This design comes from an exercise in tuning for a short achievable clock period and few clock cycles on the open sky130 flow, not from production work.
Only simulation tests tie the RTL to the original design; equivalence was not proved.
Power and IR drop assume default switching activity.

--- flow/run.sh ---
#!/bin/bash
# synth_recipe.tcl (not shown) runs the flow's synth.tcl, then flattens the netlist and writes it again
# the make line also repeats each setting of config.mk as NAME=value (left out here)
make -C /OpenROAD-flow-scripts/flow DESIGN_CONFIG=/design/flow/config.mk WORK_HOME=/design/flow/orfs CLKGATE_MAP_FILE= SYNTH_SCRIPT=/design/flow/synth_recipe.tcl finish
--- flow/config.mk ---
export PLATFORM = sky130hd
export DESIGN_NAME = cpuCore
export DESIGN_NICKNAME = cpuCore
export VERILOG_FILES = /design/flow/design.v
export SDC_FILE = /design/flow/constraint.sdc
export NUM_CORES = 4
export LEC_CHECK = 0
export CAP_MARGIN = 20
export CORE_MARGIN = 2
export CORE_UTILIZATION = 40
export SETUP_SLACK_MARGIN = 3.4
export SLEW_MARGIN = 20
export TNS_END_PERCENT = 100
--- flow/constraint.sdc ---
create_clock -name core_clock -period 6.0 [get_ports {clk}]
set_input_delay 1.2000 -clock core_clock [delete_from_list [all_inputs] [get_ports {clk}]]
set_output_delay 1.2000 -clock core_clock [all_outputs]
set_load 0.01 [all_outputs]
--- flow/design.v ---
`timescale 1ns/1ps
`default_nettype none
module cpuCore (
    input  wire         clk,
    input  wire         arstN,
    output logic [31:0] imemAddr,
    input  wire  [31:0] imemData,
    output logic [31:0] dmemAddr,
    output logic [31:0] dmemWdata,
    output logic        dmemRe,
    output logic        dmemWe,
    input  wire  [31:0] dmemRdata,
    output logic        halted
);
    logic [31:0] pc;
    logic        halting;
    logic [31:0] rf [1:31];
    logic [31:0] xA, xB, xBx, xS;
    logic [15:0] xLo, xPcHi;
    logic [31:0] xAlt;
    logic        xCross, xDown;
    logic        xFwdSL, xFwdLA, xFwdLB;
    logic        xAnd, xOr, xSlt, xArith, xCin, xAddi;
    logic [31:0] xNegI;
    logic [4:0]  xDst;
    logic        xWr, xLoad, xStore, xBr, xFix, xHalt;
    logic [31:0] mRes, mSt;
    logic [4:0]  mDst;
    logic        mWr, mLoad, mStore;
    logic [31:1] mWe;
    wire [31:0] ins = imemData;
    wire [5:0]  op  = ins[31:26];
    wire [5:0]  fn  = ins[5:0];
    wire [4:0]  rsI = ins[25:21];
    wire [4:0]  rtI = ins[20:16];
    wire [4:0]  rdI = ins[15:11];
    wire [31:0] immExt = {{16{ins[15]}}, ins[15:0]};
    wire isHaltW = &ins;
    wire isR     = (op == 6'd0);
    wire rAdd    = isR & (fn == 6'd32);
    wire rSub    = isR & (fn == 6'd34);
    wire rAnd    = isR & (fn == 6'd36);
    wire rOr     = isR & (fn == 6'd37);
    wire rSlt    = isR & (fn == 6'd42);
    wire rValid  = rAdd | rSub | rAnd | rOr | rSlt;
    wire isJ     = (op == 6'd2);
    wire isBeq   = (op == 6'd4);
    wire isAddi  = (op == 6'd8);
    wire isLw    = (op == 6'd35);
    wire isSw    = (op == 6'd43);
    wire beqSame = isBeq & (rsI == rtI);
    wire beqCond = isBeq & ~beqSame;
    wire immOp   = isAddi | isLw | isSw;
    wire [4:0] dst   = rValid ? rdI : rtI;
    wire       wr    = (rValid | isAddi | isLw) & (dst != 5'd0);
    wire       rArith = rAdd | rSub | rSlt;
    wire       subF   = rSub | rSlt;
    wire hitXs = xWr & (xDst == rsI);
    wire hitXt = xWr & (xDst == rtI);
    wire loadUse = xLoad & (((rArith | immOp) & hitXs) | (rArith & hitXt));
    logic sumZero;
    wire xAddW = xWr & xAddi;
    wire beqZ  = beqCond & xAddW &
                 (((rsI == 5'd0) & (xDst == rtI)) | ((rtI == 5'd0) & (xDst == rsI)));
    wire beqX  = beqCond & ~beqZ;
    wire takenF = beqSame | (beqZ & sumZero);
    wire [31:0] mVal = mLoad ? dmemRdata : mRes;
    wire [31:0] rsRf = (rsI == 5'd0) ? 32'd0 : rf[rsI];
    wire [31:0] rtRf = (rtI == 5'd0) ? 32'd0 : rf[rtI];
    wire [31:0] rsV  = (mWr & (mDst == rsI)) ? mVal : rsRf;
    wire [31:0] rtV  = (mWr & (mDst == rtI)) ? mVal : rtRf;
    wire [31:0] pcInc = pc + 32'd1;
    wire [16:0] tgtLo = {1'b0, pc[15:0]} + {1'b0, ins[15:0]} + 17'd1;
    wire        tgtCross = tgtLo[16] ^ ins[15];
    wire [31:0] tgtF  = {pc[31:16], tgtLo[15:0]};
    logic mispredict;
    logic [31:0] res;
    logic [31:0] nextA, nextB, nextBx, nextS;
    wire fire = ~mispredict & ~halting & ~loadUse;
    wire hold   = halting | loadUse | isHaltW;
    wire selJ   = ~hold & isJ;
    wire selT   = ~hold & ~isJ & takenF;
    wire selInc = ~hold & ~isJ & ~takenF;
    wire [31:0] pcF = ({32{hold}} & pc) | ({32{selJ}} & {6'd0, ins[25:0]}) |
                      ({32{selT}} & tgtF) | ({32{selInc}} & pcInc);
    wire [31:0] pcNext = mispredict ? xAlt : pcF;
    assign imemAddr = pc;
    always_ff @(posedge clk or negedge arstN) begin
        if (!arstN) begin
            pc      <= 32'd0;
            halting <= 1'b0;
        end else begin
            pc <= pcNext;
            if (fire & isHaltW)
                halting <= 1'b1;
        end
    end
    always_ff @(posedge clk) begin
        xA     <= nextA;
        xB     <= nextB;
        xBx    <= nextBx;
        xCin   <= subF;
        xAddi  <= isAddi;
        xNegI  <= 32'd0 - immExt;
        xArith <= rAdd | rSub | immOp;
        xS     <= nextS;
        xFwdSL <= hitXt & xLoad;
        xFwdLA <= hitXs & xLoad;
        xFwdLB <= hitXt & xLoad & ~immOp;
        xLo    <= tgtLo[15:0];
        xPcHi  <= pc[31:16];
        xCross <= tgtCross;
        xDown  <= ins[15];
        xAnd   <= rAnd;
        xOr    <= rOr;
        xSlt   <= rSlt;
        xDst   <= dst;
    end
    always_ff @(posedge clk or negedge arstN) begin
        if (!arstN) begin
            xWr <= 1'b0; xLoad <= 1'b0; xStore <= 1'b0; xBr <= 1'b0; xFix <= 1'b0;
            xHalt <= 1'b0;
        end else begin
            xWr    <= fire & wr;
            xLoad  <= fire & isLw;
            xStore <= fire & isSw;
            xBr    <= fire & beqX;
            xFix   <= fire & takenF & tgtCross;
            xHalt  <= fire & isHaltW;
        end
    end
    wire [32:0] addW = {xA, 1'b1} + {xBx, xCin};
    wire [31:0] t    = addW[32:1];
    assign sumZero = (xA == xNegI);
    wire        lt   = (xA[31] ^ xB[31]) ? xA[31] : t[31];
    wire [31:0] lA = xFwdLA ? dmemRdata : xA;
    wire [31:0] lB = xFwdLB ? dmemRdata : xB;
    assign res = ({32{xArith}} & t) |
                 ({32{xAnd}} & (lA & lB)) | ({32{xOr}} & (lA | lB)) |
                 {31'd0, xSlt & lt};
    wire        eqR = (xA == xB);
    wire        eqL = (dmemRdata == (xFwdLA ? xB : xA));
    wire        eq  = (xFwdLA | xFwdLB) ? eqL : eqR;
    assign mispredict = (xBr & eq) | xFix;
    wire [15:0] altHi = ~xCross ? xPcHi : (xDown ? xPcHi - 16'd1 : xPcHi + 16'd1);
    assign xAlt = {altHi, xLo};
    wire [31:0] st = xFwdSL ? dmemRdata : xS;
    wire        fA = hitXs;
    wire        fB = hitXt & ~immOp;
    wire        fS = hitXt;
    wire [31:0] logicRes = ({32{xAnd}} & (lA & lB)) | ({32{xOr}} & (lA | lB));
    wire [31:0] earlyA = fA ? logicRes : rsV;
    wire [31:0] earlyB = immOp ? immExt : (fB ? logicRes : rtV);
    wire [31:0] earlyS = fS ? logicRes : rtV;
    wire        tA = fA & xArith;
    wire        tB = fB & xArith;
    wire        tS = fS & xArith;
    wire [31:0] eA = {earlyA[31:1], earlyA[0] | (fA & xSlt & lt)};
    wire [31:0] eB = {earlyB[31:1], earlyB[0] | (fB & xSlt & lt)};
    wire [31:0] eS = {earlyS[31:1], earlyS[0] | (fS & xSlt & lt)};
    assign nextA  = ({32{tA}} & t) | eA;
    assign nextB  = ({32{tB}} & t) | eB;
    assign nextBx = ({32{tB}} & (t ^ {32{subF}})) | ({32{~tB}} & (eB ^ {32{subF}}));
    assign nextS  = ({32{tS}} & t) | eS;
    always_ff @(posedge clk) begin
        mRes <= res;
        mSt  <= st;
        mDst <= xDst;
    end
    always_ff @(posedge clk or negedge arstN) begin
        if (!arstN) begin
            mWr <= 1'b0; mLoad <= 1'b0; mStore <= 1'b0;
            mWe <= '0;
            halted <= 1'b0;
        end else begin
            mWr    <= xWr;
            mLoad  <= xLoad;
            mStore <= xStore;
            for (int i = 1; i < 32; i++)
                mWe[i] <= xWr & (xDst == 5'(i));
            if (xHalt)
                halted <= 1'b1;
        end
    end
    assign dmemAddr  = mRes;
    assign dmemWdata = mSt;
    assign dmemRe    = mLoad;
    assign dmemWe    = mStore;
    always_ff @(posedge clk or negedge arstN) begin
        if (!arstN) begin
            for (int i = 1; i < 32; i++)
                rf[i] <= '0;
        end else begin
            for (int i = 1; i < 32; i++)
                if (mWe[i])
                    rf[i] <= mVal;
        end
    end
endmodule
`default_nettype wire
==> results of run 1 <==
[power by group]
| group | total [mW] | internal, mW | leakage [nW] | switching [mW] |
|---|---|---|---|---|
| registers | 9.48 | 9.19 | 11.8 | 0.291 |
| logic | 4.80 | 1.94 | 19.5 | 2.87 |
| clock network | 9.32 | 5.23 | 2.36 | 4.09 |
[state kept, by name (all words and copies together), names as in the netlist, 5 cells and up]
signal / cells
rf: 992
mRes: 32
mSt: 32
pc: 32
xA: 32
xB: 32
xBx: 32
xS: 32
mWe: 31
xNegI: 17
xLo: 16
xPcHi: 16
mDst: 5
xDst: 5
[area by class of cell]
type	instances	area, um^2
fillers	14020	73700
multi-input cells	5179	36300
flip-flops and latches	1328	32200
repair buffers	1177	12600
clock buffers	206	4250
well taps	2175	2720
clock inverters	57	553
inverters	55	228
diodes	29	72.6
[cells in the mapped netlist, types with 39 or more instances]
cell type                  number  share of area
sky130_fd_sc_hd__a211oi_1      39         0.0045
sky130_fd_sc_hd__a21o_1        49         0.0056
sky130_fd_sc_hd__a21oi_1     1218          0.093
sky130_fd_sc_hd__a221oi_1     140          0.019
sky130_fd_sc_hd__a222oi_1      51         0.0078
sky130_fd_sc_hd__a22o_1       127          0.017
sky130_fd_sc_hd__a22oi_1      584          0.067
sky130_fd_sc_hd__and3_1        53         0.0051
sky130_fd_sc_hd__buf_2         82         0.0063
sky130_fd_sc_hd__clkbuf_1     513          0.029
sky130_fd_sc_hd__dfrtp_1     1066           0.41
sky130_fd_sc_hd__dfxtp_1      262          0.080
sky130_fd_sc_hd__ha_1          66          0.013
sky130_fd_sc_hd__inv_1         55         0.0032
sky130_fd_sc_hd__mux2_2        80          0.014
sky130_fd_sc_hd__mux2i_1       82          0.013
sky130_fd_sc_hd__nand2_1      251          0.014
sky130_fd_sc_hd__nand3_1      115         0.0088
sky130_fd_sc_hd__nand4_1      148          0.014
sky130_fd_sc_hd__nor2_1      1216          0.070
sky130_fd_sc_hd__nor3_1        98         0.0075
sky130_fd_sc_hd__nor4_1        53         0.0051
sky130_fd_sc_hd__o21ai_0      136          0.010
sky130_fd_sc_hd__xnor2_1      105          0.014
sky130_fd_sc_hd__xor2_1        99          0.013
[how the worst max path moves through the flow]
stage	end	slack [ns]	cells past startpoint
after floorplan	pc[14]	2.31	14
after global placement	xBx[8]	0.87	12
after detailed placement	xA[20]	0.99	11
after CTS	xBx[0]	2.65	11
after global routing	xBx[13]	2.62	16
final	xBx[13]	2.56	16
[logic make-up (layout without fill, tap and decap cells)]
logic type,count (synthesis),after routing
AO/OA/AOI/OAI,2605,2605
AND/OR/NAND/NOR,2102,2134
flip-flops,1328,1328
buffers and inverters,725,1495
XOR/XNOR,205,205
multiplexers,162,166
adder cells (fa/ha/maj),69,69
other,0,29
[stage by stage]
stage / cells / setup slack [ns] / hold WS, ns
6_report: 10206 / 2.56 / 0.375
5_1_grt: 10180 / 2.62 / 0.404
4_1_cts: 10014 / 2.65 / 0.374
3_5_place_dp: 9130 / 0.990 / 0.361
3_3_place_gp: 9125 / 0.872 / 0.358
2_1_floorplan: 7196 / 2.31 / 0.329
[per-layer routing]
layer / wire length (um) / GRT usage
met1: 126000 / 0.504
met2: 148000 / 0.593
met3: 64100 / 0.239
met4: 43000 / 0.370
met5: 1560 / 0.0557
[timing repair]
action / CTS / global route
endpoints found under the setup margin: 416 / 240
resized for setup: 1248 / 338
setup buffers: 571 / 151
gates cloned: 50 / 5
pin swaps: 365 / 240
==> impl_metrics.sql, run 1 <==
INSERT INTO impl_metrics (metric_group, metric, value, unit) VALUES
('yosys', 'dominantRegCellSynth', 'sky130_fd_sc_hd__dfrtp_1', ''),
('setup_path', 'timing_worst_setup_path_type', 'in -> reg', ''),
('sta', 'finalCritPeriodShare', '0.573', ''),
('global_routing', 'vias_in_the_first_global_route', '66585', ''),
('placed_design', 'io_buffer_count', '164', ''),
('setup_path', 'worst-r2r-setup-slack', '2.65', 'ns'),
('placed_design', 'dp_hpwl', '210000', 'um'),
('hold_path', 'hold_crit_class', 'reg -> reg', ''),
('global_routing', 'antenna_violations_before_repair', '25', ''),
('detailed_routing', 'drc', '0', ''),
('yosys', 'synth_edf_count', '0', ''),
('floorplanning', 'std_cell_rows', '148', ''),
('setup_path', 'worst_path_max_delay_cell', 'sky130_fd_sc_hd__nor4_4', ''),
('finish', 'synthToLayoutAreaGrowth', '35.9', '%'),
('sta', 'final.setup.tns', '0', 'ns'),
('sta', 'slew_headroom', '0.116', ''),
('floorplanning', 'dieWidth', '408', 'um'),
('power_and_ir_drop', 'cellLeakagePower', '33.6', 'nW'),
('yosys', 'number_of_storage_elements_in_the_synthesis_netlist', '1328', ''),
('floorplanning', 'floorplan.die_area', '167000', 'um^2'),
('yosys', 'dominant_combinational_cell_family_by_area_after_synthesis', 'compound AO/OA/AOI/OAI gates', ''),
('setup_path', 'r2r-end', 'xBx[0]', ''),
('yosys', 'yosysWarningCount', '34', ''),
('power_and_ir_drop', 'max-vdd-ir-drop', '0.279', 'mV'),
('setup_path', 'crit_path_frequent_cell', 'sky130_fd_sc_hd__buf_6', ''),
('cts', 'insertion_delay', '0.85', 'ns'),
('cts', 'cts_hold_repair.buffers', '0', ''),
('cts', 'cts_buffers', '147', ''),
('setup_path', 'worst_path_buf_inv', '7', ''),
('hold_path', 'worstHoldPathCells', '0', ''),
('sta', 'setup_viol', '0', ''),
('finish', 'fin_area', '88900', 'um^2'),
('finish', 'layout_commonest_cell', 'sky130_fd_sc_hd__a21oi_1', ''),
('yosys', 'synthesis.instances', '7196', ''),
('detailed_routing', 'routedWlPerCell', '37.5', 'um'),
('hold_path', 'whs_endpoint', 'mLoad', ''),
('sta', 'worst-slew-pin-transition', '1.33', 'ns'),
('setup_path', 'critPathCaptureType', 'flip-flop', ''),
('setup_path', 'timing.critical_path.max_delay_family', 'simple AND/OR/NAND/NOR gates', ''),
('sta', 'final_critical_path_time_including_i_o_delays_and_setup', '3.44', 'ns'),
('yosys', 'synth_area_per_cell', '9.09', 'um^2'),
('run_status', 'outcome', 'finished clean', ''),
('detailed_routing', 'first_pass_iters', '14', ''),
('finish', 'final_layout_size_suffix_gt1_frac', '0.299', ''),
('placed_design', 'placedInstanceArea', '71600', 'um^2'),
('job', 'cap_viol_max_count', '0', ''),
('floorplanning', 'number_of_placed_i_o_pins', '165', ''),
('setup_path', 'worst-endpoint-arrival', '4.15', 'ns'),
('yosys', 'compound_cell_area_share_of_the_yosys_netlist', '0.256', ''),
('yosys', 'synth_cell_types', '98', ''),
('cts', 'clock_root_buffer_master', 'sky130_fd_sc_hd__clkbuf_16', ''),
('floorplanning', 'core', '163000', 'um^2'),
('sta', 'finalClockSkew', '0.0468', 'ns'),
('global_routing', 'grt_overflow_total', '0', ''),
('detailed_routing', 'num_vias', '72342', ''),
('cts', 'tritoncts_clock_tree', 'done', ''),
('sta', 'hold_viol_final', '0', ''),
('setup_path', 'crit_path_cell_trace', 'buf_16 > buf_12 > and3b_4 > buf_12 > buf_6 > and2_4 > buf_4 > buf_6 > buf_6 > a22oi_2 > nand4_1 > nor4_4 > o221a_4 > o21ai_1 > o21ai_1 > xnor2_1', ''),
('finish', 'nets_final', '8023', ''),
('yosys', 'cell_area_synth', '65400', 'um^2'),
('setup_path', 'crit_required', '6.72', 'ns'),
('hold_path', 'hold_start', 'xLoad', ''),
('yosys', 'synth_sequential_area_ratio', '0.488', ''),
('sta', 'maxSlewViolCount', '0', ''),
('power_and_ir_drop', 'finalPower', '23.6', 'mW'),
('yosys', 'synth_fa_ha_area_frac', '0.0135', ''),
('finish', 'post-route-util', '0.547', ''),
('detailed_routing', 'route.detailed.vias_per_inst', '7.09', ''),
('setup_path', 'critical_path.startpoint', 'imemData[20]', ''),
('detailed_routing', 'antenna_left', '0', ''),
('placed_design', 'place_congestion', '1.04', '');
Testbench counts, summed over its fixed seeds: cycles 28,070.
==> run 2, diff against run 1 <==
--- a/flow/design.v
+++ b/flow/design.v
@@ -17,8 +17,8 @@
     logic [31:0] rf [1:31];
     logic [31:0] xA, xB, xBx, xS;
-    logic [15:0] xLo, xPcHi;
+    logic [15:0] xLo, xPcHi, xHiP1, xHiM1;
     logic [31:0] xAlt;
     logic        xCross, xDown;
-    logic        xFwdSL, xFwdLA, xFwdLB;
+    logic        xFwdSL, xFwdLA, xFwdLB, xFwdBM, xFwdSM;
     logic        xAnd, xOr, xSlt, xArith, xCin, xAddi;
     logic [31:0] xNegI;
@@ -106,8 +106,12 @@
         xS     <= nextS;
         xFwdSL <= hitXt & xLoad;
+        xFwdBM <= fB & (xArith | xSlt);
+        xFwdSM <= fS & (xArith | xSlt);
         xFwdLA <= hitXs & xLoad;
         xFwdLB <= hitXt & xLoad & ~immOp;
         xLo    <= tgtLo[15:0];
         xPcHi  <= pc[31:16];
+        xHiP1  <= pc[31:16] + 16'd1;
+        xHiM1  <= pc[31:16] - 16'd1;
         xCross <= tgtCross;
         xDown  <= ins[15];
@@ -133,17 +137,18 @@
     wire [31:0] t    = addW[32:1];
     assign sumZero = (xA == xNegI);
-    wire        lt   = (xA[31] ^ xB[31]) ? xA[31] : t[31];
+    wire [31:0] bTrue = xFwdBM ? mRes : xB;
+    wire        lt   = (xA[31] ^ bTrue[31]) ? xA[31] : t[31];
     wire [31:0] lA = xFwdLA ? dmemRdata : xA;
-    wire [31:0] lB = xFwdLB ? dmemRdata : xB;
+    wire [31:0] lB = xFwdLB ? dmemRdata : bTrue;
     assign res = ({32{xArith}} & t) |
                  ({32{xAnd}} & (lA & lB)) | ({32{xOr}} & (lA | lB)) |
                  {31'd0, xSlt & lt};
-    wire        eqR = (xA == xB);
-    wire        eqL = (dmemRdata == (xFwdLA ? xB : xA));
+    wire        eqR = (xA == bTrue);
+    wire        eqL = (dmemRdata == (xFwdLA ? bTrue : xA));
     wire        eq  = (xFwdLA | xFwdLB) ? eqL : eqR;
     assign mispredict = (xBr & eq) | xFix;
-    wire [15:0] altHi = ~xCross ? xPcHi : (xDown ? xPcHi - 16'd1 : xPcHi + 16'd1);
+    wire [15:0] altHi = ~xCross ? xPcHi : (xDown ? xHiM1 : xHiP1);
     assign xAlt = {altHi, xLo};
-    wire [31:0] st = xFwdSL ? dmemRdata : xS;
+    wire [31:0] st = xFwdSL ? dmemRdata : (xFwdSM ? mRes : xS);
     wire        fA = hitXs;
     wire        fB = hitXt & ~immOp;
@@ -155,12 +160,10 @@
     wire        tA = fA & xArith;
     wire        tB = fB & xArith;
-    wire        tS = fS & xArith;
     wire [31:0] eA = {earlyA[31:1], earlyA[0] | (fA & xSlt & lt)};
     wire [31:0] eB = {earlyB[31:1], earlyB[0] | (fB & xSlt & lt)};
-    wire [31:0] eS = {earlyS[31:1], earlyS[0] | (fS & xSlt & lt)};
     assign nextA  = ({32{tA}} & t) | eA;
-    assign nextB  = ({32{tB}} & t) | eB;
+    assign nextB  = earlyB;
     assign nextBx = ({32{tB}} & (t ^ {32{subF}})) | ({32{~tB}} & (eB ^ {32{subF}}));
-    assign nextS  = ({32{tS}} & t) | eS;
+    assign nextS  = earlyS;
     always_ff @(posedge clk) begin
         mRes <= res;
==> impl_metrics.sql, run 2 <==
INSERT INTO impl_metrics (metric_group, metric, value, unit) VALUES
('run_status', 'outcome', 'finished with violations', ''),
('run_status', 'check.faults', 'capacitance limit, slew limit', ''),
('global_routing', 'grt_overflow_total', '0', ''),
('cts', 'cts_buffer_depth', '3', ''),
('sta', 'setup_viol', '0', ''),
('floorplanning', 'initial_utilization', '0.403', ''),
('detailed_routing', 'route.detailed.vias_per_inst', '7.04', ''),
('sta', 'fmax', '0.288', 'GHz'),
('finish', 'synthToLayoutAreaGrowth', '38.7', '%'),
('detailed_routing', 'first_pass_iters', '16', ''),
('detailed_routing', 'drt_first_iter_violations', '16263', ''),
('setup_path', 'crit_required', '6.78', 'ns'),
('finish', 'largest-register', 'rf', ''),
('global_routing', 'track_usage', '0.439', ''),
('yosys', 'synth_cell_types', '94', ''),
('yosys', 'synthMostInstantiatedCell', 'sky130_fd_sc_hd__nor2_1', ''),
('finish', 'mostFrequentLayoutCells', '1232 x sky130_fd_sc_hd__nor2_1, 1156 x sky130_fd_sc_hd__a21oi_1, 1003 x sky130_fd_sc_hd__dfrtp_1', ''),
('cts', 'htreeDepth', '4', ''),
('power_and_ir_drop', 'cellLeakagePower', '36.2', 'nW'),
('yosys', 'yosysWarningCount', '34', ''),
('cts', 'insertion_delay', '0.87', 'ns'),
('detailed_routing', 'antenna_left', '0', ''),
('detailed_routing', 'num_vias', '77136', ''),
('setup_path', 'setup.worst_path.start_class', 'input port', ''),
('global_routing', 'grt_first_pass_wirelength', '544000', 'um'),
('hold_path', 'hold_crit_class', 'reg -> reg', ''),
('placed_design', 'placedInstanceArea', '74700', 'um^2'),
('global_routing', 'grt_start_max_net_pins', '159', ''),
('yosys', 'synth_largest_area_cell', 'sky130_fd_sc_hd__dfrtp_1', ''),
('yosys', 'post_synth_most_frequent_cells', '1324 x sky130_fd_sc_hd__nor2_1, 1208 x sky130_fd_sc_hd__a21oi_1, 1066 x sky130_fd_sc_hd__dfrtp_1, 613 x sky130_fd_sc_hd__a22oi_1, 543 x sky130_fd_sc_hd__clkbuf_1', ''),
('yosys', 'dominantRegCellSynth', 'sky130_fd_sc_hd__dfrtp_1', ''),
('power_and_ir_drop', 'max-vdd-ir-drop', '0.216', 'mV'),
('sta', 'hold_viol_final', '0', ''),
('sta', 'worst-slew-pin-transition', '1.65', 'ns'),
('cts', 'clk_pin_slew', '0.06', 'ns'),
('yosys', 'synth-async-reset-ratio', '0.783', ''),
('cts', 'cts_buffers', '153', ''),
('finish', 'fill_cells', '14443', ''),
('finish', 'layout_commonest_cell', 'sky130_fd_sc_hd__nor2_1', ''),
('sta', 'slew_headroom', '-0.0992', ''),
('cts', 'tritoncts_clock_tree', 'done', ''),
('yosys', 'synth.area.top_cells', 'sky130_fd_sc_hd__dfrtp_1 39%, sky130_fd_sc_hd__a21oi_1 8.8%, sky130_fd_sc_hd__dfxtp_1 8.6%', ''),
('cts', 'cts_hold_repair.buffers', '0', ''),
('sta', 'maxSlewViolCount', '2', ''),
('finish', 'nets_final', '8713', ''),
('sta', 'final.setup.tns', '0', 'ns'),
('power_and_ir_drop', 'finalPower', '27.7', 'mW'),
('setup_path', 'worst_path_max_delay_cell', 'sky130_fd_sc_hd__o22ai_1', ''),
('floorplanning', 'core', '169000', 'um^2'),
('detailed_routing', 'routedWlPerCell', '36.9', 'um'),
('cts', 'clkSinkCount', '1361', ''),
('yosys', 'synth_area_per_cell', '8.69', 'um^2'),
('yosys', 'post_synth_net_total', '7981', ''),
('placed_design', 'place_congestion', '1.04', ''),
('sta', 'finalCritPeriodShare', '0.578', ''),
('yosys', 'synth_sequential_area_ratio', '0.477', ''),
('placed_design', 'dp_hpwl', '233000', 'um'),
('floorplanning', 'std_cell_rows', '151', ''),
('finish', 'final_layout_size_suffix_gt1_frac', '0.298', ''),
('global_routing', 'vias_in_the_first_global_route', '70475', ''),
('finish', 'fin_area', '94700', 'um^2'),
('floorplanning', 'number_of_placed_i_o_pins', '165', ''),
('setup_path', 'crit_path_cell_trace', 'buf_12 > buf_8 > nand3b_4 > o22ai_1 > a221oi_4 > nand3_2 > nor4_4 > buf_4 > nor4_1 > or3_1 > mux2i_1 > xnor2_1', ''),
('global_routing', 'antenna_violations_before_repair', '33', ''),
('yosys', 'synth_edf_count', '0', ''),
('setup_path', 'worst-endpoint-arrival', '4.25', 'ns'),
('detailed_routing', 'drc', '0', ''),
('power_and_ir_drop', 'power-per-cell-area', '293', 'nW/um^2'),
('cts', 'clock_root_buffer_master', 'sky130_fd_sc_hd__clkbuf_16', ''),
('floorplanning', 'die-height', '417', 'um'),
('yosys', 'cell_area_synth', '68300', 'um^2'),
('setup_path', 'timing_worst_setup_path_type', 'in -> reg', ''),
('yosys', 'synth_largest_type_area_fraction', '0.390', ''),
('setup_path', 'path_max_fanout', '8', ''),
('yosys', 'number_of_storage_elements_in_the_synthesis_netlist', '1361', ''),
('finish', 'largest_register_ffs', '992', ''),
('job', 'cap_viol_max_count', '1', ''),
('sta', 'grt_setup_unrepaired', 'true', ''),
('yosys', 'synthesis.instances', '7859', ''),
('finish', 'post-route-util', '0.559', ''),
('setup_path', 'critPathCaptureType', 'flip-flop', ''),
('floorplanning', 'floorplan.die_area', '174000', 'um^2'),
('detailed_routing', 'routed_wl', '405000', 'um'),
('floorplanning', 'dieWidth', '417', 'um'),
('setup_path', 'critPathMaxStageDelay', '0.51', 'ns'),
('sta', 'final_critical_path_time_including_i_o_delays_and_setup', '3.47', 'ns'),
('placed_design', 'io_buffer_count', '164', ''),
('sta', 'finalClockSkew', '0.0461', 'ns');
==> run 2: cell count changes in the layout (fill, tap and decap cells not counted), sizes merged, moves of 44 or more <==
cell / before / now
a22o: 127 / 15
mux2: 80 / 30
nor4: 53 / 97
nor2: 1219 / 1338
nand2: 257 / 365
nand3: 116 / 446
and3: 53 / 114
a221oi: 142 / 34
buf: 1096 / 1239
mux2i: 86 / 132
==> run 2: metrics by stage <==
stage	worst slack (ns)	instances	hold WS, ns
2_1_floorplan	2.52	7859	0.329
3_3_place_gp	0.285	9829	0.343
3_5_place_dp	0.312	9835	0.341
4_1_cts	2.90	10726	0.354
5_1_grt	2.62	10941	0.363
6_report	2.53	10961	0.359
==> run 2: cells by family (layout without fill, tap and decap cells) <==
kind of cell | count (synthesis) | after routing | synth area share
multiplexers | 162 | 162 | 0.0243
AO/OA/AOI/OAI | 2502 | 2504 | 0.230
adder cells (fa/ha/maj) | 56 | 56 | 0.0105
XOR/XNOR | 185 | 185 | 0.0237
buffers and inverters | 819 | 1665 | 0.0489
AND/OR/NAND/NOR | 2774 | 2785 | 0.185
other | 0 | 25 | 0
flip-flops | 1361 | 1361 | 0.477
==> run 2: area by class of cell <==
type | instances | area [um^2] | area share
tap | 2218 | 2780 | 0.0293
clock buffer | 221 | 4490 | 0.0473
sequential | 1361 | 33000 | 0.348
antenna | 25 | 62.6 | 0.000660
multi-input combinational | 5692 | 38900 | 0.410
clock inverter | 61 | 712 | 0.00751
timing repair buffer | 1309 | 14600 | 0.154
inverter | 74 | 310 | 0.00328
==> run 2: worst max-delay path, delay by kind of cell <==
kind                      cells  cell delay, ns
muxes                         1            0.18
AOI/OAI and AO/OA             2            0.92
and+or+nand+nor               5            1.30
buffers and inverters         3            0.49
xor gates and xnor gates      1            0.13
==> run 2: timing repair <==
action                                  4_1_cts  5_1_grt
cloned                                       48       13
pin swaps                                   376      328
endpoints found under the setup margin      373      238
setup buffers                               561      188
gates resized for setup                    1629      459
==> run 2: final timing paths <==
kind	start	end	slack (ns)	depth (start not counted)
max in group asynchronous	arstN	rf[24][19]	4.10	2
worst max register to register	rf[26][29]	xBx[29]	2.80	10
worst min-delay path	xStore	mStore	0.36	0
min in group asynchronous	arstN	rf[21][1]	0.46	1
worst min register to register	xStore	mStore	0.36	0
worst max-delay path	imemData[18]	xBx[29]	2.53	12
==> run 2: routing by layer <==
metal | vias up | global-route usage | part of all wire
met1 | 37020 | 0.516 | 0.34
met2 | 7353 | 0.610 | 0.39
met5 | - | 0.0125 | 0.0018
li1 | 30008 | - | -
met4 | 34 | 0.354 | 0.11
met3 | 2721 | 0.203 | 0.16
==> run 2: where the power goes <==
part,internal [mW],switching [mW]
clock network,5.63,4.26
registers,9.97,0.899
logic,2.94,4.02
Testbench counts of run 2, summed over its fixed seeds: cycles 28,070.
==> run 3, diff against run 2 <==
--- a/flow/config.mk
+++ b/flow/config.mk
@@ -11,3 +11,3 @@
 export SETUP_SLACK_MARGIN = 3.4
 export SLEW_MARGIN = 20
-export TNS_END_PERCENT = 100
+export TNS_END_PERCENT = 10
==> impl_metrics.sql, run 3 <==
INSERT INTO impl_metrics (metric_group, metric, value, unit) VALUES
('run_status', 'outcome', 'finished clean', ''),
('yosys', 'synth_largest_type_area_fraction', '0.390', ''),
('floorplanning', 'die-height', '417', 'um'),
('setup_path', 'worst_path_max_delay_cell', 'sky130_fd_sc_hd__a21oi_1', ''),
('floorplanning', 'floorplan.die_area', '174000', 'um^2'),
('detailed_routing', 'route.detailed.vias_per_inst', '6.97', ''),
('setup_path', 'critPathMaxStageDelay', '0.94', 'ns'),
('setup_path', 'timing.critical_path.max_delay_family', 'compound AO/OA/AOI/OAI gates', ''),
('global_routing', 'vias_in_the_first_global_route', '68234', ''),
('finish', 'final-seq-area', '32800', 'um^2'),
('setup_path', 'worst_path_buf_inv', '5', ''),
('cts', 'cts_hold_repair.buffers', '0', ''),
('sta', 'slew_headroom', '0.174', ''),
('yosys', 'post_synth_xor_area_fraction', '0.0237', ''),
('detailed_routing', 'drt_first_iter_violations', '14528', ''),
('detailed_routing', 'routed_wl', '382000', 'um'),
('finish', 'largest-register', 'rf', ''),
('sta', 'maxSlewViolCount', '0', ''),
('job', 'cap_viol_max_count', '0', ''),
('global_routing', 'track_usage', '0.425', ''),
('floorplanning', 'std_cell_rows', '151', ''),
('finish', 'synthToLayoutAreaGrowth', '28.6', '%'),
('finish', 'mostFrequentLayoutCells', '1247 x sky130_fd_sc_hd__nor2_1, 1186 x sky130_fd_sc_hd__a21oi_1, 1021 x sky130_fd_sc_hd__dfrtp_1', ''),
('detailed_routing', 'routedWlPerCell', '36.2', 'um'),
('finish', 'multi_input_area', '36500', 'um^2'),
('sta', 'final_critical_path_time_including_i_o_delays_and_setup', '3.47', 'ns'),
('sta', 'worst-slew-pin-transition', '1.24', 'ns'),
('finish', 'final_layout_size_suffix_gt1_frac', '0.204', ''),
('finish', 'largest_register_ffs', '992', ''),
('yosys', 'synthesis.instances', '7859', ''),
('setup_path', 'worst-endpoint-arrival', '4.18', 'ns'),
('cts', 'clock_root_buffer_master', 'sky130_fd_sc_hd__clkbuf_16', ''),
('yosys', 'cell_area_synth', '68300', 'um^2'),
('power_and_ir_drop', 'power-per-cell-area', '301', 'nW/um^2'),
('setup_path', 'timing_worst_setup_path_type', 'in -> reg', ''),
('setup_path', 'crit_required', '6.71', 'ns'),
('detailed_routing', 'num_vias', '73641', ''),
('cts', 'cts_buffer_depth', '3', ''),
('yosys', 'synth_sequential_area_ratio', '0.477', ''),
('cts', 'insertion_delay', '0.85', 'ns'),
('sta', 'setup_viol', '0', ''),
('yosys', 'synthMostInstantiatedCell', 'sky130_fd_sc_hd__nor2_1', ''),
('global_routing', 'grt_start_max_net_pins', '138', ''),
('yosys', 'multiplexer_area_fraction_after_synthesis', '0.0243', ''),
('yosys', 'post_synth_net_total', '7981', ''),
('floorplanning', 'initial_utilization', '0.403', ''),
('power_and_ir_drop', 'max-vdd-ir-drop', '0.279', 'mV'),
('yosys', 'dominant_combinational_cell_family_by_area_after_synthesis', 'compound AO/OA/AOI/OAI gates', ''),
('yosys', 'post_synth_and_or_nand_nor_area_fraction', '0.185', ''),
('setup_path', 'critPathCaptureType', 'flip-flop', ''),
('sta', 'fmax', '0.288', 'GHz'),
('cts', 'htreeDepth', '4', ''),
('yosys', 'synth_largest_area_cell', 'sky130_fd_sc_hd__dfrtp_1', ''),
('floorplanning', 'core', '169000', 'um^2'),
('cts', 'cts_buffers', '151', ''),
('yosys', 'synth-async-reset-ratio', '0.783', ''),
('setup_path', 'setup.worst_path.start_class', 'input port', ''),
('floorplanning', 'number_of_placed_i_o_pins', '165', ''),
('global_routing', 'antenna_violations_before_repair', '34', ''),
('yosys', 'yosysWarningCount', '34', ''),
('detailed_routing', 'antenna_left', '0', ''),
('yosys', 'synth_edf_count', '0', ''),
('placed_design', 'place_congestion', '1.06', ''),
('setup_path', 'crit_path_cell_trace', 'buf_12 > buf_12 > buf_8 > buf_4 > nor2_1 > nand2_2 > a21oi_1 > a31oi_1 > buf_4 > a31oi_1 > mux2i_1 > xnor2_1 > o21ai_1', ''),
('hold_path', 'hold_crit_class', 'reg -> reg', ''),
('cts', 'tritoncts_clock_tree', 'done', ''),
('global_routing', 'grt_overflow_total', '0', ''),
('finish', 'nets_final', '8329', ''),
('yosys', 'number_of_storage_elements_in_the_synthesis_netlist', '1361', ''),
('sta', 'finalCritPeriodShare', '0.578', ''),
('sta', 'finalClockSkew', '0.0448', 'ns'),
('floorplanning', 'dieWidth', '417', 'um'),
('global_routing', 'grt_first_pass_wirelength', '528000', 'um'),
('yosys', 'synth_fa_ha_area_frac', '0.0105', ''),
('setup_path', 'path_max_fanout', '11', ''),
('finish', 'layout_commonest_cell', 'sky130_fd_sc_hd__nor2_1', ''),
('placed_design', 'io_buffer_count', '164', ''),
('yosys', 'synth_cell_types', '94', ''),
('yosys', 'post_synth_most_frequent_cells', '1324 x sky130_fd_sc_hd__nor2_1, 1208 x sky130_fd_sc_hd__a21oi_1, 1066 x sky130_fd_sc_hd__dfrtp_1, 613 x sky130_fd_sc_hd__a22oi_1, 543 x sky130_fd_sc_hd__clkbuf_1', ''),
('detailed_routing', 'first_pass_iters', '17', ''),
('yosys', 'compound_cell_area_share_of_the_yosys_netlist', '0.230', ''),
('power_and_ir_drop', 'cellLeakagePower', '33.3', 'nW'),
('cts', 'clk_pin_slew', '0.06', 'ns'),
('yosys', 'dominantRegCellSynth', 'sky130_fd_sc_hd__dfrtp_1', ''),
('detailed_routing', 'drc', '0', ''),
('finish', 'post-route-util', '0.519', ''),
('yosys', 'synth_area_per_cell', '8.69', 'um^2'),
('cts', 'clkSinkCount', '1361', ''),
('sta', 'hold_viol_final', '0', ''),
('sta', 'grt_setup_unrepaired', 'true', ''),
('placed_design', 'dp_hpwl', '232000', 'um'),
('yosys', 'synth.area.top_cells', 'sky130_fd_sc_hd__dfrtp_1 39%, sky130_fd_sc_hd__a21oi_1 8.8%, sky130_fd_sc_hd__dfxtp_1 8.6%', ''),
('finish', 'fill_cells', '15230', ''),
('sta', 'finalHoldWorstSlack', '0.356', 'ns');
run 3: final cells by class:
type,instances,area share
Antenna cell,19,0.000541
Clock buffer,215,0.0500
Clock inverter,57,0.00720
Inverter,74,0.00325
Multi-Input combinational cell,5684,0.415
Sequential cell,1361,0.373
Tap cell,2218,0.0316
Timing Repair Buffer,935,0.119
run 3: what timing repair did:
| item | 4_1_cts | 5_1_grt |
|---|---|---|
| resized for setup | 785 | 261 |
| pin swaps | 235 | 94 |
| setup buffers | 321 | 61 |
| setup endpoints to repair | 368 | 304 |
| gates cloned | 35 | 7 |
run 3: path summary, 6_finish.rpt:
kind,from,to,slack (ns),cells past startpoint
setup / recovery,imemData[18],xBx[8],2.53,13
hold / removal,xStore,mStore,0.36,0
setup reg to reg,xFwdBM,pc[11],2.85,15
hold reg to reg,xStore,mStore,0.36,0
max in group asynchronous,arstN,rf[31][17],4.11,3
min in group asynchronous,arstN,rf[11][5],0.41,1
run 3: worst register-to-register path, delay by kind of cell (launching register included):
kind,cells,cell delay [ns]
XOR/XNOR,1,0.13
buffers and inverters,6,0.84
AO/OA/AOI/OAI,3,0.35
multiplexers,1,0.43
AND/OR/NAND/NOR,4,0.80
flip-flops,1,0.47
run 3: per-layer routing:
layer	GRT usage	vias to the layer above	wire length [um]
met5	0.00611	-	356
met2	0.596	6755	152000
met1	0.508	35332	131000
met4	0.335	30	40800
met3	0.182	2274	57800
li1	-	29250	-
run 3: power by group:
| part | leakage, nW | switching [mW] | total (mW) | internal, mW |
|---|---|---|---|---|
| clock | 2.48 | 4.15 | 9.69 | 5.54 |
| combinational | 18.5 | 3.42 | 5.81 | 2.39 |
| sequential | 12.3 | 0.955 | 10.9 | 9.96 |
| total | 33.3 | 8.52 | 26.4 | 17.9 |
run 3: per-stage QoR:
stage | total power, mW | setup slack, ns | instances | cell area, um^2 | setup TNS [ns]
floorplan | 13.4 | 2.49 | 7859 | 68600 | 0
CTS | 25.8 | 2.79 | 10467 | 86000 | 0
global route | 27.1 | 2.64 | 10549 | 87900 | 0
global placement | 15.6 | -0.0317 | 9835 | 73800 | -0.0317
detailed placement | 15.6 | 0.0521 | 9839 | 73900 | 0
finish | 26.4 | 2.53 | 10563 | 87900 | 0
run 3: cells by family after synthesis:
logic type | after synthesis
and+or+nand+nor | 2774
muxes | 162
adders and majority gates | 56
xor gates and xnor gates | 185
DFF | 1361
buffers and inverters | 819
AOI/OAI and AO/OA | 2502
==> run 4, diff against run 3 <==
--- a/flow/design.v
+++ b/flow/design.v
@@ -68,6 +68,6 @@
     wire [31:0] rsRf = (rsI == 5'd0) ? 32'd0 : rf[rsI];
     wire [31:0] rtRf = (rtI == 5'd0) ? 32'd0 : rf[rtI];
-    wire [31:0] rsV  = (mWr & (mDst == rsI)) ? mVal : rsRf;
-    wire [31:0] rtV  = (mWr & (mDst == rtI)) ? mVal : rtRf;
+    wire        bypS = mWr & (mDst == rsI);
+    wire        bypT = mWr & (mDst == rtI);
     wire [31:0] pcInc = pc + 32'd1;
     wire [16:0] tgtLo = {1'b0, pc[15:0]} + {1'b0, ins[15:0]} + 17'd1;
@@ -155,7 +155,13 @@
     wire        fS = hitXt;
     wire [31:0] logicRes = ({32{xAnd}} & (lA & lB)) | ({32{xOr}} & (lA | lB));
-    wire [31:0] earlyA = fA ? logicRes : rsV;
-    wire [31:0] earlyB = immOp ? immExt : (fB ? logicRes : rtV);
-    wire [31:0] earlyS = fS ? logicRes : rtV;
+    wire        selArf = ~fA & ~bypS;
+    wire        selBrf = ~immOp & ~fB & ~bypT;
+    wire        selSrf = ~fS & ~bypT;
+    wire [31:0] othA   = fA ? logicRes : ({32{bypS}} & mVal);
+    wire [31:0] othB   = immOp ? immExt : (fB ? logicRes : ({32{bypT}} & mVal));
+    wire [31:0] othS   = fS ? logicRes : ({32{bypT}} & mVal);
+    wire [31:0] earlyA = ({32{selArf}} & rsRf) | othA;
+    wire [31:0] earlyB = ({32{selBrf}} & rtRf) | othB;
+    wire [31:0] earlyS = ({32{selSrf}} & rtRf) | othS;
     wire        tA = fA & xArith;
     wire        tB = fB & xArith;
@@ -164,5 +170,9 @@
     assign nextA  = ({32{tA}} & t) | eA;
     assign nextB  = earlyB;
-    assign nextBx = ({32{tB}} & (t ^ {32{subF}})) | ({32{~tB}} & (eB ^ {32{subF}}));
+    wire [31:0] invF  = {32{subF}};
+    wire [31:0] othBx = {othB[31:1], othB[0] | (fB & xSlt & lt)} ^ invF;
+    assign nextBx = ({32{tB}} & (t ^ invF)) |
+                    ({32{~tB & selBrf}} & (rtRf ^ invF)) |
+                    ({32{~tB & ~selBrf}} & othBx);
     assign nextS  = earlyS;
     always_ff @(posedge clk) begin
--- a/flow/config.mk
+++ b/flow/config.mk
@@ -11,3 +11,3 @@
 export SETUP_SLACK_MARGIN = 3.4
 export SLEW_MARGIN = 20
-export TNS_END_PERCENT = 10
+export TNS_END_PERCENT = 100
==> impl_metrics.sql, run 4 <==
INSERT INTO impl_metrics (metric_group, metric, value, unit) VALUES
('cts', 'clock_root_buffer_master', 'sky130_fd_sc_hd__clkbuf_16', ''),
('sta', 'maxSlewViolCount', '0', ''),
('setup_path', 'crit_path_cell_trace', 'clkdlybuf4s50_1 > xnor2_1 > nor4_1 > nand3_1 > o21ai_1 > nand3_1 > o21ai_4 > a21o_4 > buf_6 > buf_12 > a211oi_1 > a21oi_2', ''),
('yosys', 'synth.area.top_cells', 'sky130_fd_sc_hd__dfrtp_1 40%, sky130_fd_sc_hd__a21oi_1 9.8%, sky130_fd_sc_hd__dfxtp_1 8.8%', ''),
('floorplanning', 'floorplan.die_area', '171000', 'um^2'),
('run_status', 'outcome', 'finished clean', ''),
('setup_path', 'critPathMaxStageDelay', '0.76', 'ns'),
('cts', 'clkSinkCount', '1361', ''),
('sta', 'hold_viol_final', '0', ''),
('cts', 'cts_buffer_depth', '3', ''),
('global_routing', 'grt_overflow_total', '0', ''),
('setup_path', 'worst_path_max_delay_cell', 'sky130_fd_sc_hd__xnor2_1', ''),
('yosys', 'synth_area_per_cell', '8.83', 'um^2'),
('detailed_routing', 'drt_first_iter_violations', '14621', ''),
('floorplanning', 'number_of_placed_i_o_pins', '165', ''),
('global_routing', 'track_usage', '0.442', ''),
('setup_path', 'crit_required', '6.71', 'ns'),
('cts', 'htreeDepth', '4', ''),
('yosys', 'synth_largest_area_cell', 'sky130_fd_sc_hd__dfrtp_1', ''),
('job', 'cap_viol_max_count', '0', ''),
('sta', 'fmax', '0.291', 'GHz'),
('power_and_ir_drop', 'cellLeakagePower', '34.7', 'nW'),
('setup_path', 'reg2regPathDepth', '14', ''),
('global_routing', 'antenna_violations_before_repair', '34', ''),
('detailed_routing', 'antenna_left', '0', ''),
('yosys', 'post_synth_net_total', '7728', ''),
('floorplanning', 'initial_utilization', '0.402', ''),
('finish', 'fin_area', '91000', 'um^2'),
('hold_path', 'hold_crit_class', 'reg -> reg', ''),
('sta', 'final_critical_path_time_including_i_o_delays_and_setup', '3.44', 'ns'),
('sta', 'setup_viol', '0', ''),
('placed_design', 'placedInstanceArea', '73100', 'um^2'),
('yosys', 'dominantRegCellSynth', 'sky130_fd_sc_hd__dfrtp_1', ''),
('finish', 'nets_final', '8316', '');
run 4: routing by layer:
layer  vias to the layer above  track usage  routed length (um)
met4                        37        0.329               41100
met2                      7321        0.617              159000
met5                         -      0.00961                1200
met1                     36099        0.527              136000
met3                      2477        0.207               63500
li1                      28889            -                   -
run 4: report_power, final:
| group | internal (mW) | switching (mW) |
|---|---|---|
| clock network | 5.91 | 4.26 |
| logic | 3.03 | 3.97 |
| registers | 9.95 | 0.797 |
run 4: cells by family (layout without fill, tap and decap cells):
logic type / after synthesis / in the layout / share of synthesized area
adders and majority gates: 56 / 56 / 0.0107
buffers and inverters: 796 / 1499 / 0.0470
xor gates and xnor gates: 201 / 201 / 0.0262
and+or+nand+nor: 2219 / 2226 / 0.141
muxes: 153 / 154 / 0.0250
DFF: 1361 / 1361 / 0.485
other: 0 / 31 / 0
AOI/OAI and AO/OA: 2820 / 2820 / 0.265
run 4: final timing paths:
path                                    to          start  slack [ns]
worst max-delay path                pc[24]  dmemRdata[12]        2.56
worst min-delay path                mStore         xStore        0.36
worst max register to register      pc[20]         xFwdBM        2.68
worst min register to register      mStore         xStore        0.36
max in group asynchronous       rf[21][17]          arstN        4.14
min in group asynchronous       rf[17][22]          arstN        0.45
run 4: what timing repair did:
item | in CTS | in global routing
setup endpoints to repair | 336 | 257
pin swaps | 303 | 313
gates resized for setup | 1305 | 608
buffers inserted | 433 | 188
gates cloned | 39 | 19
run 4: area by class of cell:
| cell class | instances | area (um^2) |
|---|---|---|
| timing repair buffer | 1153 | 13000 |
| inverter | 67 | 274 |
| fill | 14564 | 75800 |
| multi-input combinational | 5457 | 36600 |
| sequential | 1361 | 33000 |
| clock buffer | 216 | 4460 |
| antenna | 31 | 77.6 |
| clock inverter | 63 | 878 |
| tap | 2204 | 2760 |
run 4: worst reg2reg max path, cell delays in order (launching register included):
cell                      delay [ns]
sky130_fd_sc_hd__dfxtp_4        0.45
sky130_fd_sc_hd__buf_12         0.17
sky130_fd_sc_hd__buf_12         0.11
sky130_fd_sc_hd__buf_4          0.12
sky130_fd_sc_hd__mux2_2         0.40
sky130_fd_sc_hd__xnor2_4        0.29
sky130_fd_sc_hd__nand4_1        0.31
sky130_fd_sc_hd__nor4_4         0.30
sky130_fd_sc_hd__nand4_1        0.19
sky130_fd_sc_hd__o21ai_4        0.16
sky130_fd_sc_hd__a21o_4         0.23
sky130_fd_sc_hd__buf_6          0.14
sky130_fd_sc_hd__buf_12         0.11
sky130_fd_sc_hd__buf_16         0.13
sky130_fd_sc_hd__a21oi_2        0.06
run 4: through the flow:
step,hold slack (ns),std cells,utilization
floorplan,0.329,7606,-
global placement,0.349,9547,0.437
detailed placement,0.357,9556,0.438
CTS,0.369,10307,0.518
global route,0.369,10529,0.545
finish,0.362,10552,0.546
Testbench counts of run 4, summed over its fixed seeds: cycles 28,070.

[separate check: timing with driven ports]
In the flow no input, the clock included, has a driving cell. The finished layouts below were timed again as built, in two steps.
Step 1 sets driving cells, clkbuf_16 on the clock port and buf_2 on the other inputs (assumed; they add their load-dependent delay and slew).
Step 2 times the ports against the registers' clock, not the clock port: input delays grow and output delays shrink by t, the midpoint of the rising clock arrivals with the driver on.
Three values: no drivers, after step 1, after step 2; two values: the first two.
run	t (ns)	setup WS [ns]	clock arrival spread, ns	worst slew at a driven data input, ns
run 1	0.913	2.564 / 2.430 / 1.517	0.049 / 0.048	0.31
run 2	0.933	2.531 / 2.358 / 1.425	0.056 / 0.056	0.32
run 3	0.913	2.532 / 2.572 / 1.659	0.050 / 0.049	0.07
run 4	0.919	2.563 / 2.548 / 1.630	0.035 / 0.035	0.32
For run 2, which loses most, drivers alone change the setup slack by -0.173 ns; drivers and shift together by -1.106 ns.
